Background: an optimization exercise with open tools, aiming at small area, a short achievable clock period and few clock cycles per item. Do not read the settings as production practice. Function was checked by simulation only, so behaviour that the tests miss may differ from the original. No activity file was given, so power comes from the tool's default toggle rates.

run 1:
Design lbm_moments, start of the top module:
module lbm_moments #(
  parameter int DATA_WIDTH = 32,
  parameter int FRAC_BITS  = 24
) (
  input  logic                          clock_50,
  input  logic                          arst_n,
  input  logic                          req,
  input  logic [lbm_pkg::q_dirs*DATA_WIDTH-1:0]  fin,
  output logic                          ack,
  output logic signed [DATA_WIDTH-1:0]  rho,
  output logic signed [DATA_WIDTH-1:0]  ux,
  output logic signed [DATA_WIDTH-1:0]  uy,
  output logic                          dbz,
  output logic                          ovf_x,
  output logic                          ovf_y
);
  logic        m_idle, m_acc, m_abs, m_step, m_fin, m_ack;
  logic        n_idle, n_acc, n_abs, n_step, n_fin, n_ack;
  logic        full;
  logic [5:0]  cnt;
  logic        last_step;
  logic        redo;
  logic        done_pos;
  logic        sa_low, sa_step, sb_rho, sb_low;
  logic        sbt_x, sbt_y;
  logic [8:1]  tsel;
  logic [8:1]  nsel;
  logic [31:0] term;
  logic [31:0] term_next;
  logic        px_en_n, px_sub_n, py_en_n, py_sub_n;
  logic [31:0] rho_r;
  logic        dbz_r;
  logic        ok_x, ok_y;
  logic        neg_x, neg_y;
  logic        hi_en;
  logic [31:0] ux_q, uy_q;
  logic [31:0] rho_sum;
  assign ack = m_ack;
  assign rho = rho_r;
  assign dbz = dbz_r;
  assign ux  = ux_q;
  assign uy  = uy_q;
  assign nsel = m_idle ? 8'b0000_0001 : {tsel[7:1], 1'b0};
  always_comb begin
    term_next = '0;
    for (int i = 1; i <= 8; i++) begin
      term_next = term_next | (fin[32*i +: 32] & {32{nsel[i]}});
    end
  end
  assign px_en_n  = nsel[1] | nsel[3] | nsel[5] | nsel[6] | nsel[7] | nsel[8];
  assign px_sub_n = nsel[3] | nsel[6] | nsel[7];
  assign py_en_n  = nsel[2] | nsel[4] | nsel[5] | nsel[6] | nsel[7] | nsel[8];
  assign py_sub_n = nsel[4] | nsel[7] | nsel[8];
  ...
==> flow/config.mk <==
export PLATFORM = sky130hd
export DESIGN_NAME = lbm_moments
export DESIGN_NICKNAME = lbm_moments
export VERILOG_FILES = /design/flow/design.v
export SDC_FILE = /design/flow/constraint.sdc
export NUM_CORES = 4
export LEC_CHECK = 0
export ABC_CLOCK_PERIOD_IN_PS = 3000
export CAP_MARGIN = 20
export CORE_MARGIN = 2
export CORE_UTILIZATION = 47
export SETUP_SLACK_MARGIN = 5
export SLEW_MARGIN = 20
export TNS_END_PERCENT = 0
==> flow/constraint.sdc <==
create_clock -name core_clock -period 8.0 [get_ports {clock_50}]
set_input_delay 1.6000 -clock core_clock [delete_from_list [all_inputs] [get_ports {clock_50}]]
set_output_delay 1.6000 -clock core_clock [all_outputs]
set_load 0.01 [all_outputs]
standard.sh (not shown) runs the stock make flow with config.mk's settings and CLKGATE_MAP_FILE= SYNTH_SCRIPT=/design/flow/synth_recipe.tcl, a recipe that flattens the netlist after the stock synthesis.
==> flow/flow/run.sh <==
#!/bin/bash
set -e
cp standard.sh standard.sh.txt
export BUFFER_PORTS_ARGS="-buffer_cell sky130_fd_sc_hd__buf_1"
export CTS_ARGS="-sink_clustering_enable -repair_clock_nets -dont_use_dummy_load"
bash standard.sh > standard.log 2>&1
Testbench counts of run 1, summed over its fixed seeds: cycles 11,803, items 384.
What run 2 does differently from run 1 at the input level:
Settings: CORE_UTILIZATION: 47 -> 40; SETUP_SLACK_MARGIN: 5 -> 4.6.
Results
Run 2 finished all stages; the layout is clean. Die outline height (lower): run 1. Static leakage shrinks slightly when moving from run 1 to run 2. Post-route minimum period on run 2 is behind run 1. Relative to run 1, the total power divided by cell area measured on run 2 has decreased slightly.
Setup changes, run 2 to run 3
Settings: changing SETUP_SLACK_MARGIN from 4.6 to 5; setting GPL_TIMING_DRIVEN to 0 for the first time; setting GPL_ROUTABILITY_DRIVEN to 0 for the first time.
==> comparison <==
- Measured against each other, run 3 and run 2 differ in internal power consumption, the lower figure coming from run 2.
- Placement-stage worst setup slack ended up 0.22 ns higher on run 3 than on run 2.
- Run 3 against run 2: global routing usage summed across all routing layers went up 3.3 points; fraction of area in registers went down 1.6 points.
- Relative to run 2, the total power after layout measured on run 3 has increased by a few percent.
- [compare] base=run 2 new=run 3: first-iteration DRC count rose by 2.4%, worst setup slack fell by 0.18 ns.
--- input diff run 3..run 4 ---
Settings: clearing TNS_END_PERCENT, which used to be 0; clearing GPL_ROUTABILITY_DRIVEN, which used to be 0; clearing GPL_TIMING_DRIVEN, which used to be 0.
==> flow/flow/run.sh <==
#!/bin/bash
set -e
cp standard.sh standard.sh.txt
export BUFFER_PORTS_ARGS="-buffer_cell sky130_fd_sc_hd__buf_1"
export CTS_ARGS="-sink_clustering_enable -repair_clock_nets -dont_use_dummy_load -sink_clustering_size 24 -sink_clustering_max_diameter 120"
bash standard.sh > standard.log 2>&1
[summary]
- The cell count was comparable across run 3 and run 4.
- Delta (run 4 minus run 3): share of the final layout cell area in multi-input gates went up by 1.5 points; final hold slack went up by 0.021 ns.

---

## tundra
Starting RTL as in the previous note.
Settings: LEC_CHECK=0, ABC_CLOCK_PERIOD_IN_PS=3000, CAP_MARGIN=20, CORE_MARGIN=2, CORE_UTILIZATION=40, PLACE_DENSITY=0.8, SETUP_SLACK_MARGIN=5, SLEW_MARGIN=20, TNS_END_PERCENT=0; clock period 8.0 ns.
==> flow/flow/run.sh <==
#!/bin/bash
set -e
cp standard.sh standard.sh.txt
export BUFFER_PORTS_ARGS="-buffer_cell sky130_fd_sc_hd__buf_1"
export CTS_ARGS="-sink_clustering_enable -repair_clock_nets -dont_use_dummy_load"
bash standard.sh > standard.log 2>&1
tundra finished all stages; the layout is clean.
Testbench counts of tundra, summed over its fixed seeds: cycles 11,803, items 384.
--- input diff tundra..pepper ---
- removing PLACE_DENSITY (formerly 0.8)
--- a/flow/flow/run.sh
+++ b/flow/flow/run.sh
@@ -5 +4,0 @@
-export CTS_ARGS="-sink_clustering_enable -repair_clock_nets -dont_use_dummy_load"
==> run summary <==
In terms of power consumed by combinational cells, tundra and pepper differ only marginally. Compared with tundra, pepper ends up with a larger final cell area. [compare] base=tundra new=pepper: smallest hold slack has increased, count of clock-buffer cells in the layout up about 32%, critical path depth up 6, global-route usage saw an increase. pepper ended up with div_uy.rem[30] as its end point of the critical path; tundra ended up with rho_r[31].
Here is what was changed in the inputs of zinc compared with pepper.
- GPL_ROUTABILITY_DRIVEN: unset -> 0
- PLACE_DENSITY: unset -> 0.5
--- a/flow/flow/run.sh
+++ b/flow/flow/run.sh
@@ -4,0 +5 @@
+export CTS_ARGS="-sink_clustering_enable -repair_clock_nets -dont_use_dummy_load"
==> comparison <==
The higher setup slack came out of pepper.
Routed wire length: zinc and pepper compared, lower one is zinc
NOTE clock buffer count pepper->zinc decreased by more than 10%
Diff pepper -> zinc | post-synthesis to final-layout area growth | decrease of 3.1 points
Diff pepper -> zinc | met3 layer usage reported by global route | decrease of 0.30 points
zinc vs pepper: post-route core utilization down

-- static timing again, ports no longer ideal --
No port has a modelled driver above. Below, the same layouts with a new extraction and two added sets of constraints.
Step 1 assumes that a clkbuf_16 drives the clock port and a buf_2 every other input.
Step 2 also shifts input and output timing later by t, the mid clock arrival at the registers, as if the neighbouring blocks saw the same clock.
a / b / c = ideal / step 1 / step 2; a / b = the first two.
run	shift t [ns]	setup WS [ns]	slew at the worst register clock pin (ns)
run 1	0.610	4.306 / 4.306 / 4.306	0.06 / 0.06
run 2	0.611	4.290 / 4.290 / 4.290	0.06 / 0.06
run 3	0.621	4.105 / 4.105 / 4.105	0.07 / 0.07
run 4	0.563	4.319 / 4.319 / 4.319	0.12 / 0.12
tundra	0.605	4.150 / 4.150 / 4.150	0.06 / 0.06
pepper	0.627	4.329 / 4.329 / 4.329	0.06 / 0.06
zinc	0.608	4.295 / 4.295 / 4.295	0.06 / 0.06
After both steps setup and hold are still met in every run listed.
